This is an optimization exercise on Yosys and OpenROAD, whose aim is small area, not a production implementation.
In this exercise RTL edits were held to simulation tests only and were not proved equivalent to the original.
No activity file was given, so power comes from the tool's default toggle rates. The flow treats the clock pin as an ideal source, which a real chip does not have.

--- flow/config.mk ---
export PLATFORM = sky130hd
export DESIGN_NAME = memcpy_job_queue
export DESIGN_NICKNAME = memcpy_job_queue
export VERILOG_FILES = /design/flow/design.v
export SDC_FILE = /design/flow/constraint.sdc
export NUM_CORES = 4
export LEC_CHECK = 0
export CAP_MARGIN = 20
export CORE_MARGIN = 2
export CORE_UTILIZATION = 65
export CTS_BUF_LIST = sky130_fd_sc_hd__clkbuf_16
export CTS_CLUSTER_DIAMETER = 200
export CTS_CLUSTER_SIZE = 34
export SLEW_MARGIN = 20
--- flow/constraint.sdc ---
create_clock -name core_clock -period 5.0 [get_ports {clk}]
set_input_delay 1.0000 -clock core_clock [delete_from_list [all_inputs] [get_ports {clk}]]
set_output_delay 1.0000 -clock core_clock [all_outputs]
set_load 0.01 [all_outputs]
--- flow/design.v ---
`default_nettype none
module memcpy_job_queue #(
  parameter int ADDR_WIDTH     = 64,
  parameter int DEPTH_LOG2     = 2,
  parameter int DONE_GUARD     = 2,
  parameter int TIMEOUT_CYCLES = 1048576
) (
  input  logic                  clk,
  input  logic                  rst,
  input  logic                  job_valid,
  output logic                  job_ready,
  input  logic [ADDR_WIDTH-1:0] job_src_addr,
  input  logic [ADDR_WIDTH-1:0] job_tgt_addr,
  input  logic [63:0]           job_len,
  input  logic [7:0]            job_tag,
  output logic [ADDR_WIDTH-1:0] memcpy_src_addr,
  output logic [ADDR_WIDTH-1:0] memcpy_tgt_addr,
  output logic [63:0]           memcpy_len,
  output logic                  memcpy_start,
  input  logic                  memcpy_done,
  output logic                  cmpl_valid,
  input  logic                  cmpl_ready,
  output logic [7:0]            cmpl_tag,
  output logic [1:0]            cmpl_status,
  output logic [DEPTH_LOG2:0]   queue_level,
  output logic                  busy,
  output logic [31:0]           cmpl_count
);
  localparam int                  DEPTH      = 1 << DEPTH_LOG2;
  localparam logic [DEPTH_LOG2:0] FULL_LEVEL = (DEPTH_LOG2+1)'(DEPTH);
  localparam logic [1:0] ST_OK      = 2'b00;
  localparam logic [1:0] ST_ZERO    = 2'b01;
  localparam logic [1:0] ST_TIMEOUT = 2'b10;
  localparam logic [2:0] S_IDLE      = 3'b000;
  localparam logic [2:0] S_LAUNCH    = 3'b001;
  localparam logic [2:0] S_ARM       = 3'b010;
  localparam logic [2:0] S_WAIT_DONE = 3'b011;
  localparam logic [2:0] S_COMPLETE  = 3'b100;
  logic [2:0] state, state_next;
  localparam int W = 2*ADDR_WIDTH + 64;
  logic [W-1:0]          fifo_dat [DEPTH];
  logic [7:0]            fifo_tag [DEPTH];
  logic [DEPTH-1:0]      fifo_zero;
  logic [DEPTH_LOG2-1:0] wr_ptr;
  logic [DEPTH-1:0]      rd_oh;      
  logic [DEPTH_LOG2:0]   level_next;
  logic                  push, pop, load;
  logic [DEPTH-1:0]      pop_sel, op_sel;
  logic        job_zero_q;    
  logic [7:0]  job_tag_q;
  logic        guard_done;
  logic        timeout;
  logic        enter_cmpl;
  logic [1:0]  status_next;
  logic s_idle, s_launch, s_wait, s_cmpl;
  assign s_idle   = (state == S_IDLE);
  assign s_launch = (state == S_LAUNCH);
  assign s_wait   = (state == S_WAIT_DONE);
  assign s_cmpl   = (state == S_COMPLETE);
  assign push       = job_valid & job_ready;
  assign pop        = s_idle && (queue_level != '0);
  assign load       = |op_sel;
  assign level_next = queue_level + (DEPTH_LOG2+1)'(push) - (DEPTH_LOG2+1)'(pop);
  assign cmpl_valid = s_cmpl;
  assign busy       = !s_idle || (queue_level != '0);
  assign memcpy_start = s_launch && !job_zero_q;
  always_ff @(posedge clk) begin
    if (push) begin
      fifo_dat[wr_ptr]  <= {job_src_addr, job_tgt_addr, job_len};
      fifo_tag[wr_ptr]  <= job_tag;
      fifo_zero[wr_ptr] <= (job_len == '0);
    end
  end
  always_ff @(posedge clk) begin
    job_zero_q <= !load;
  end
  logic             op_hold, op_keep;
  logic [DEPTH-1:0] op_take;
  logic [W-1:0]     op_next;
  logic [7:0]       tag_next;
  always_comb begin
    pop_sel = rd_oh & {DEPTH{pop}};
    op_sel  = pop_sel & ~fifo_zero;    
    op_hold = !(|op_sel);
    op_take = op_sel & {DEPTH{!rst}};
    op_keep = op_hold && !rst;
    op_next = (({W{op_take[0]}} & fifo_dat[0]) | ({W{op_take[1]}} & fifo_dat[1])
               | ({W{op_take[2]}} & fifo_dat[2]))
            | (({W{op_take[3]}} & fifo_dat[3])
               | ({W{op_keep}} & {memcpy_src_addr, memcpy_tgt_addr, memcpy_len}));
    tag_next = (({8{pop_sel[0]}} & fifo_tag[0]) | ({8{pop_sel[1]}} & fifo_tag[1])
                | ({8{pop_sel[2]}} & fifo_tag[2]))
             | (({8{pop_sel[3]}} & fifo_tag[3]) | ({8{!pop}} & job_tag_q));
  end
  always_ff @(posedge clk) begin
    {memcpy_src_addr, memcpy_tgt_addr, memcpy_len} <= op_next;
    job_tag_q <= tag_next;
  end
  always_ff @(posedge clk) begin
    if (rst) begin
      wr_ptr      <= '0;
      rd_oh       <= DEPTH'(1);
      queue_level <= '0;
      job_ready   <= 1'b0;
    end else begin
      if (push) wr_ptr <= wr_ptr + DEPTH_LOG2'(1);
      if (pop)  rd_oh  <= {rd_oh[DEPTH-2:0], rd_oh[DEPTH-1]};
      queue_level <= level_next;
      job_ready   <= (level_next != FULL_LEVEL);
    end
  end
  logic [19:0] to_lfsr;
  always_ff @(posedge clk) begin
    if (s_launch) to_lfsr <= '0;
    else          to_lfsr <= {~to_lfsr[18:0], to_lfsr[19] ^ to_lfsr[16]};
  end
  assign guard_done = to_lfsr[1];
  assign timeout    = s_wait && (to_lfsr == '0);
  always_comb begin
    state_next  = state;
    status_next = ST_OK;
    enter_cmpl  = 1'b0;
    case (state)
      S_IDLE: begin
        if (pop) state_next = S_LAUNCH;
      end
      S_LAUNCH: begin
        if (job_zero_q) begin
          status_next = ST_ZERO;
          state_next  = S_COMPLETE;
          enter_cmpl  = 1'b1;
        end else begin
          state_next  = S_ARM;
        end
      end
      S_ARM: begin
        if (guard_done) state_next = S_WAIT_DONE;
      end
      S_WAIT_DONE: begin
        if (memcpy_done) begin
          status_next = ST_OK;
          state_next  = S_COMPLETE;
          enter_cmpl  = 1'b1;
        end else if (timeout) begin
          status_next = ST_TIMEOUT;
          state_next  = S_COMPLETE;
          enter_cmpl  = 1'b1;
        end
      end
      S_COMPLETE: begin
        if (cmpl_ready) state_next = S_IDLE;
      end
      default: state_next = S_IDLE;
    endcase
  end
  always_ff @(posedge clk) begin
    if (rst) state <= S_IDLE;
    else     state <= state_next;
  end
  logic [31:0] cnt_all;    
  logic [31:0] cnt_next;
  logic        cnt_inc;
  assign cnt_inc    = s_cmpl && cmpl_ready;
  assign cnt_all[0] = 1'b1;
  for (genvar i = 1; i < 32; i++) begin : g_cnt_all
    assign cnt_all[i] = cnt_all[i-1] & cmpl_count[i-1];
  end
  assign cnt_next = cmpl_count ^ ({32{cnt_inc}} & cnt_all);
  always_ff @(posedge clk) begin
    if (rst) begin
      cmpl_tag    <= '0;
      cmpl_status <= '0;
      cmpl_count  <= '0;
    end else begin
      if (enter_cmpl) begin
        cmpl_tag    <= job_tag_q;
        cmpl_status <= status_next;
      end
      cmpl_count <= cnt_next;
    end
  end
endmodule
`default_nettype wire
--- flow/flow/run.sh ---
#!/bin/bash
# Layout flow: the standard flow (standard.sh) with changes that only
# affect cell area:
#  - synthesis maps the logic with the area-oriented ABC script flow/abc_area.script
#    (registers, their names and cell types are those of the standard synthesis);
#  - the port buffers are the smallest buffer cell, sky130_fd_sc_hd__buf_1;
#  - clock-tree synthesis clusters up to 34 sinks per clkbuf_16 leaf buffer and
#    adds no dummy loads.
# Each step's full output goes to a log file in this folder (and ORFS's own
# per-step logs under orfs/logs/).
set -euo pipefail
rm -rf scripts_area
cp -r "$FLOW_HOME/scripts" scripts_area
cp flow/abc_area.script scripts_area/abc_speed.script
bash standard.sh SCRIPTS_DIR="$PWD/scripts_area" synth > synth.log 2>&1
export BUFFER_PORTS_ARGS="-buffer_cell sky130_fd_sc_hd__buf_1"
export CTS_ARGS="-sink_clustering_enable -repair_clock_nets -sink_clustering_size 34 -sink_clustering_max_diameter 200 -buf_list sky130_fd_sc_hd__clkbuf_16 -dont_use_dummy_load"
bash standard.sh > layout.log 2>&1
--- flow/flow/abc_area.script ---
&get -n
&st
&dch
&nf -R 1000 -p
&put
--- flow/standard.sh ---
#!/bin/bash
# synth_recipe.tcl (not shown) runs the flow's synth.tcl, then flattens the netlist and writes it again
# the make line also repeats each setting of config.mk as NAME=value (left out here)
make -C /OpenROAD-flow-scripts/flow DESIGN_CONFIG=/design/flow/config.mk WORK_HOME=/design/flow/orfs CLKGATE_MAP_FILE= SYNTH_SCRIPT=/design/flow/synth_recipe.tcl "${@:-finish}"
==> results.py <==
metrics = {
    "pwr": {
        "power_frac_seq": 0.632,
        "p_leak_nw": 13.2,
        "switching_share": 0.274,
        "p_clk_frac": 0.203,
        "p_sw_mw": 4.98,
        "power_density_nw_per_um2": 462,
        "combPwrFrac": 0.165,
        "internal_power_mw": 13.2,
        "ir_drop_mv": 0.342,
    },
    "cts": {
        "clockBufferDepth": 3,
        "h-tree-depth": 2,
        "clock-root-buffer": "clkbuf_16",
        "path_clk_slew_ns": 0.12,
        "cts_tree": "yes",
        "cts_hold_buf": 0,
        "clk-insertion-delay-late_ns": 0.59,
        "cts.sinks": 1080,
        "numCtsBuffers": 37,
    },
    "global_routing": {
        "grtUsageTotal": 0.271,
        "overflow": 0,
        "grt_max_degree": 193,
        "grt_pass1_wl_mm": 116,
        "antenna_found_initial": 9,
        "grt_pass1_vias": 19500,
    },
    "synth": {
        "postSynthCellCount": 1926,
        "synth_edf_count": 804,
        "synth_nets": 2142,
        "async_reset_ff_frac": 0,
        "syn_area_um2": 35300,
        "ys_types": 30,
        "synth_flop_cell": "edfxtp_1",
        "yosys_warnings": 1,
        "syn_area_per_cell_um2": 18.4,
        "synth-seq-cells": 1080,
        "ys_seq_area_frac": 0.839,
    },
    "timing": {
        "rsz0062_at_grt": "no",
        "setup_violations": 0,
        "timing.final.crit_share": 0.933,
        "slew_violations": 0,
        "setup_ws_ns": 0.337,
        "fmax_mhz": 214,
        "period_needed_ns": 4.66,
        "skew_ns": 0.0215,
        "slew_headroom": 0.143,
        "worst_pin_slew_ns": 1.29,
        "hold_viol_final": 0,
    },
    "run": {
        "cap_violations": 0,
    },
    "route": {
        "drc": 0,
        "drt_iter0_drc": 2335,
        "drt_pass1_iterations": 7,
        "routed_wirelength_mm": 77.6,
        "vias_per_cell": 6.36,
        "via_count": 20000,
        "final_antenna_net_count": 0,
        "wl_per_cell_um": 24.7,
    },
    "critical_path": {
        "crit_arrival_ns": 5.13,
        "worstPathRequired_ns": 5.46,
        "cp-start-kind": "flop",
        "cp-startpoint": "state[2]",
        "endpoint_kind": "flop",
        "crit_type": "reg -> reg",
        "r2r-start": "state[2]",
        "cp_max_fo": 5,
    },
    "floorplan": {
        "die_w_um": 237,
        "die_h_um": 237,
        "die_area_um2": 56300,
        "rows": 85,
        "start_util": 0.657,
        "coreArea_um2": 53800,
        "io_pins": 446,
    },
    "hold_path": {
        "min_from": "to_lfsr[17]",
        "hold_class": "reg -> reg",
    },
    "placed_design": {
        "place_ws_ns": -0.108,
        "gp_congestion": 0.817,
        "hpwl_mm": 44.9,
        "numPortBuffers": 445,
    },
    "layout": {
        "final_util": 0.732,
        "areaGrowthSynthToFinish_pct": 11.5,
        "layout_commonest_cell": "edfxtp_1",
        "nNetsFinal": 2658,
        "final_cell_mix": "edfxtp_1 (804), buf_1 (444), dfxtp_1 (275)",
        "layout-drive-gt1-share": 0.0385,
    },
    "run_status": {
        "status": "complete, no violations",
    },
}
==> synthesized netlist by cell type, types with 4 or more instances <==
master	n	area share
a21oi_1	19	0.0027
a222oi_1	200	0.057
a22oi_1	200	0.042
and2_0	13	0.0023
and3_1	15	0.0027
clkinv_1	13	0.0014
dfxtp_1	276	0.16
edfxtp_1	804	0.68
ha_1	10	0.0035
mux2i_1	8	0.0023
nand2_1	218	0.023
nand2b_1	4	0.00071
nand4_1	4	0.00071
nor2_1	56	0.0059
nor3_1	29	0.0041
nor4_1	22	0.0039
xnor2_1	14	0.0035
==> flip-flops by register name, indices dropped and copies added, names as in the netlist <==
signal and count:
fifo_dat 768, memcpy_len 64, memcpy_src_addr 64, memcpy_tgt_addr 64, cmpl_count 32, fifo_tag 32
to_lfsr 20, cmpl_tag 8, job_tag_q 8, fifo_zero 4, rd_oh 4, queue_level 3
state 3, cmpl_status 2, wr_ptr 2, job_ready 1, job_zero_q 1
==> metrics by stage <==
| step | setup TNS [ns] | power, mW | hold slack (ns) | std cells | area (µm²) |
|---|---|---|---|---|---|
| after floorplan | 0 | 13.3 | 0.384 | 1926 | 35500 |
| after global placement | 0 | 14.6 | 0.388 | 3099 | 38500 |
| after detailed placement | -0.141 | 14.7 | 0.400 | 3099 | 38500 |
| after CTS | 0 | 18.3 | 0.417 | 3136 | 39400 |
| after global routing | 0 | 18.9 | 0.433 | 3138 | 39400 |
| final | 0 | 18.2 | 0.416 | 3141 | 39400 |
==> cell families (layout without fill, tap and decap cells) <==
kind of cell / Yosys count / in the layout / synth area share
flip-flops: 1080 / 1080 / 0.839
AO/OA/AOI/OAI: 430 / 430 / 0.104
buffers and inverters: 13 / 527 / 0.00138
other: 0 / 5 / 0
XOR/XNOR: 14 / 14 / 0.00347
adder cells (fa/ha/maj): 11 / 11 / 0.00411
AND/OR/NAND/NOR: 370 / 370 / 0.0452
multiplexers: 8 / 8 / 0.00227
==> worst paths after layout <==
check                        end  slack (ns)  depth (start not counted)
setup / recovery  cmpl_count[31]        0.34                         22
hold / removal       to_lfsr[18]        0.42                          1
setup reg to reg  cmpl_count[31]        0.34                         22
hold reg to reg      to_lfsr[18]        0.42                          1
==> layer usage <==
| metal | global-route usage | part of all wire |
|---|---|---|
| met5 | 0 | 0.00099 |
| met4 | 0.0751 | 0.023 |
| met3 | 0.0610 | 0.094 |
| met2 | 0.443 | 0.49 |
| met1 | 0.376 | 0.39 |
==> final cells by class <==
class | count | area [µm²]
clock buffer | 37 | 926
inverter | 13 | 53.8
fill | 3381 | 14400
multi-input combinational | 833 | 5770
timing repair buffer | 477 | 2100
sequential | 1080 | 29700
tap | 696 | 871
antenna | 5 | 12.5
==> worst max-delay path: stages (launching register included) <==
cell	delay, ns
dfxtp_1	0.44
nor3b_2	0.27
and2_0	0.23
and4_1	0.27
and3_4	0.22
and3_4	0.21
and3_1	0.20
and2_1	0.15
and3_1	0.19
and2_1	0.15
and3_1	0.19
and2_1	0.15
and3_1	0.19
and2_1	0.16
and3_1	0.20
and2_1	0.15
and3_1	0.20
and2_1	0.15
and3_1	0.20
and2_1	0.21
and3_4	0.22
and3_1	0.15
nor3_1	0.04
==> repair_timing <==
item	4_1_cts	5_1_grt
setup buffers	0	0
setup endpoints to repair	0	2
gates resized for setup	0	1
endpoints found under the hold margin	0	0
==> power groups by stage <==
stage,registers [mW],logic [mW],clock network (mW)
4_1_cts,11.5,3.03,3.78
6_report,11.5,3.01,3.70
3_5_place_dp,11.7,3.03,0
5_1_grt,11.6,3.26,4.05
2_1_floorplan,11.9,1.43,0
3_3_place_gp,11.6,2.97,0

port drivers added, routing unchanged:
In the flow no input, the clock included, has a driving cell. The finished layout below was timed again as built, in two steps. Step 1 sets driving cells, clkbuf_16 on the clock port and buf_2 on the other inputs (assumed; they add their load-dependent delay and slew). Step 2 times the ports against the registers' clock, not the clock port: input delays grow and output delays shrink by t, the midpoint of the rising clock arrivals with the driver on. a / b / c = ideal ports / drivers / drivers and shift; a / b = the first two.
shift t [ns]: 0.650
setup slack, ns: 0.337 / 0.337 / -0.096
hold WS [ns]: 0.416 / 0.416 / 0.416
clock arrival spread, ns: 0.027 / 0.028
cell pins on the clock port's net: 1
With both steps, setup timing fails in this run, where it was met with ideal ports. For this run, drivers alone change the setup slack by 0.000 ns; drivers and shift together by -0.433 ns.
